Source: an optimization exercise on an open RTL-to-GDS flow (aim: small area, a short achievable clock period and few clock cycles per item). Production flows keep margins and buffers that such runs may drop.
At most, simulation tests tie the RTL to the original design; equivalence was not proved.

== rev 12 ==
==> module agpm_div, before the edit <==
module agpm_div #(
  parameter int STEPS = 3
) (
  input  logic              clk,
  input  logic              rst,
  input  logic              start,       
  input  logic              neg,         
  input  logic [DIV_W-1:0]  d,           
  output logic              busy,
  output logic              done,        
  output logic [15:0]       att_out
);
  localparam int NCYC = (QUO_W + STEPS - 1) / STEPS;
  localparam int T    = NCYC * STEPS;    
  localparam int E    = T - QUO_W;       
  logic [DIV_W-1:0] dr;
  logic [DIV_W-1:0] rem;
  logic [T-1:0]     dq;                  
  logic [3:0]       cnt;
  logic [DIV_W-1:0] rem_n;
  logic [T-1:0]     dq_n;
  logic [T-1:0]     dq_init;
  logic [15:0]      n_init;
  assign n_init  = neg ? 16'd32768 : 16'd32767;
  assign dq_init = T'({n_init, 15'd0});
  always_comb begin
    logic [DIV_W:0] trial;
    rem_n = rem;
    dq_n  = dq;
    for (int i = 0; i < STEPS; i++) begin
      trial = {rem_n, dq_n[T-1]};
      if (trial >= {1'b0, dr}) begin
        rem_n = DIV_W'(trial - {1'b0, dr});
        dq_n  = {dq_n[T-2:0], 1'b1};
      end else begin
        rem_n = trial[DIV_W-1:0];
        dq_n  = {dq_n[T-2:0], 1'b0};
      end
    end
  end
  assign done    = busy && cnt == 1;
  assign att_out = {1'b0, dq_n[QUO_W-1:0]} + ((UNITY_Q15 - {1'b0, dq_n[QUO_W-1:0]}) >> RECOVERY_SHIFT);
  always_ff @(posedge clk) begin
    if (rst) begin
      busy <= 1'b0;
    end else if (start) begin
      busy <= 1'b1;
    end else if (done) begin
      busy <= 1'b0;
    end
  end
  always_ff @(posedge clk) begin
    if (start) begin
      dr  <= d;
      rem <= DIV_W'(n_init >> E);
      dq  <= dq_init;
      cnt <= 4'(NCYC);
    end else if (busy) begin
      rem <= rem_n;
      dq  <= dq_n;
      cnt <= cnt - 1'b1;
    end
  end
endmodule
Settings: LEC_CHECK=0, CAP_MARGIN=20, CORE_MARGIN=2, CORE_UTILIZATION=40, SLEW_MARGIN=20; clock period 10.0 ns.
run.sh (not shown) runs the stock make flow with config.mk's settings and CLKGATE_MAP_FILE= SYNTH_SCRIPT=/design/flow/synth_recipe.tcl, a recipe that flattens the netlist after the stock synthesis.
Testbench counts of rev 12, summed over its fixed seeds: cycles 2,692, items 2,048.
Input changes introduced in rev 13 (baseline for comparison: rev 12):
--- a/flow/design.v
+++ b/flow/design.v
@@ -28,13 +28,13 @@
   localparam int NCYC = (QUO_W + STEPS - 1) / STEPS;
   localparam int T    = NCYC * STEPS;    
   localparam int E    = T - QUO_W;       
   logic [DIV_W-1:0] dr;
   logic [DIV_W-1:0] rem;
   logic [T-1:0]     dq;                  
-  logic [3:0]       cnt;
+  logic [$clog2(NCYC+1)-1:0] cnt;
   logic [DIV_W-1:0] rem_n;
   logic [T-1:0]     dq_n;
   logic [T-1:0]     dq_init;
   logic [15:0]      n_init;
   assign n_init  = neg ? 16'd32768 : 16'd32767;
   assign dq_init = T'({n_init, 15'd0});
@@ -66,13 +66,13 @@
   end
   always_ff @(posedge clk) begin
     if (start) begin
       dr  <= d;
       rem <= DIV_W'(n_init >> E);
       dq  <= dq_init;
-      cnt <= 4'(NCYC);
+      cnt <= NCYC[$bits(cnt)-1:0];
     end else if (busy) begin
       rem <= rem_n;
       dq  <= dq_n;
       cnt <= cnt - 1'b1;
     end
   end
## What came out
Rev 13 -> rev 12: post-route DRC violation count flat
Looking at master of the slowest instance on the critical path, the sky130_fd_sc_hd__or4_4 result is from rev 13; the sky130_fd_sc_hd__or3_1 one comes from rev 12.
Per the comparison of rev 13 with rev 12, final cell utilization of the core rose 0.17 points, overall fraction of global-route tracks in use fell 1.4 points, worst-margin pin slew fell 57 ps, number of vias in the routed layout fell 1.7%.
Only the layout flow was run in rev 13; the RTL was not checked for function there.

--- another note on this design; it stands on its own ---

Design adaptive_gain_pcm_mixer, start of the top module:
module adaptive_gain_pcm_mixer (
  input  logic        clk,
  input  logic        rst,
  input  logic        sample_valid,
  output logic        sample_ready,
  input  logic [15:0] sample_vocal,
  input  logic [15:0] sample_music,
  input  logic        sample_last,
  output logic        result_valid,
  input  logic        result_ready,
  output logic [15:0] result_mixed,
  output logic        result_clipped,
  output logic        result_last,
  input  logic        cfg_valid,
  output logic        cfg_ready,
  input  logic [3:0]  cfg_index,
  input  logic [15:0] cfg_wdata
);
  logic [GAIN_W-1:0] music_gain;
  logic [GAIN_W-1:0] vocal_gain;
  logic                s1_valid;
  logic [23:0]         s1_vocal_c;
  logic [23:0]         s1_music_c;
  logic                s1_last;
  logic                s2_valid;
  logic [SUM_W-1:0]    s2_ra;
  logic [SUM_W-1:0]    s2_rb;
  logic                s2_last;
  logic                s3_valid;
  logic                s3_sgn;
  logic [31:0]         s3_x;
  logic                s3_last;
  logic                out_valid;
  logic [15:0]         out_mag;
  logic                out_neg;
  logic                out_pos_clip;
  logic                out_neg_clip;
  logic                out_last;
  logic [15:0]         attenuation;
  logic [24:0]         att_c;        
  logic                div_busy;
  logic                div_done;
  logic [15:0]         div_att;
  logic [24:0]         div_att_c;
  logic out_free, s4_take, s3_free, s2_take, s2_free, s1_take, s1_free, accept;
  assign out_free     = ~out_valid | result_ready;
  assign s4_take      = s3_valid & out_free & ~div_busy;
  assign s3_free      = ~s3_valid | s4_take;
  assign s2_take      = s2_valid & s3_free;
  assign s2_free      = ~s2_valid | s2_take;
  assign s1_take      = s1_valid & s2_free;
  assign s1_free      = ~s1_valid | s1_take;
  assign sample_ready = s1_free;
  assign accept       = sample_valid & s1_free;
  assign cfg_ready    = 1'b1;
  logic [15:0] out_sat;
  assign out_sat        = out_pos_clip ? 16'h7fff : out_neg_clip ? 16'h8000 : out_mag;
  assign result_valid   = out_valid;
  ...
Size: roughly 300 flip-flops, ~79 I/O pins, roughly 42000 µm² of cells after synthesis.
Settings: LEC_CHECK=0, CAP_MARGIN=20, CORE_MARGIN=2, CORE_UTILIZATION=55, SETUP_SLACK_MARGIN=4.0, SLEW_MARGIN=20, TNS_END_PERCENT=5; clock period 10.0 ns.
run.sh (not shown) runs the stock make flow with config.mk's settings and CLKGATE_MAP_FILE= SYNTH_SCRIPT=/design/flow/synth_recipe.tcl, a recipe that flattens the netlist after the stock synthesis.
Testbench counts at the start, summed over its fixed seeds: cycles 3,072, items 2,048.
Change:
Settings changed: TNS_END_PERCENT 5 to default.
The new run ran to the end with no violations.
Maximum frequency is lower by 1.2%.
Routed wire length is higher by 0.63%.
Setup slack got worse by 0.073 ns.
Design area is higher by 1.3%.

static timing again, ports no longer ideal:
The results above use ideal ports. As a check the final layouts listed here were re-extracted and re-timed, cells and wires unchanged. Step 1 assumes that a clkbuf_16 drives the clock port and a buf_2 every other input. Step 2 adds t to the input delays and takes it off the output delays; t is the mean of the earliest and latest rising clock arrival at the registers after step 1. Input paths then give back, and output paths get back, about the clock's delay inside the block. Slacks: ideal ports / drivers / drivers and shift; pairs: ideal ports / drivers.
run	shift t [ns]	slack for setup (ns)	latest minus earliest clock arrival (ns)	worst data-port slew with drivers (ns)	cell pins on the clock port's net
rev 12	0.581	0.799 / 0.799 / 0.799	0.016 / 0.017	0.17	1
rev 13	0.581	0.458 / 0.458 / 0.458	0.018 / 0.018	0.18	1
the first run of note 2	0.637	3.835 / 3.835 / 3.835	0.055 / 0.056	0.06	1
the second run of note 2	0.637	3.762 / 3.762 / 3.762	0.055 / 0.056	0.06	1
After both steps setup and hold are still met in every run listed.
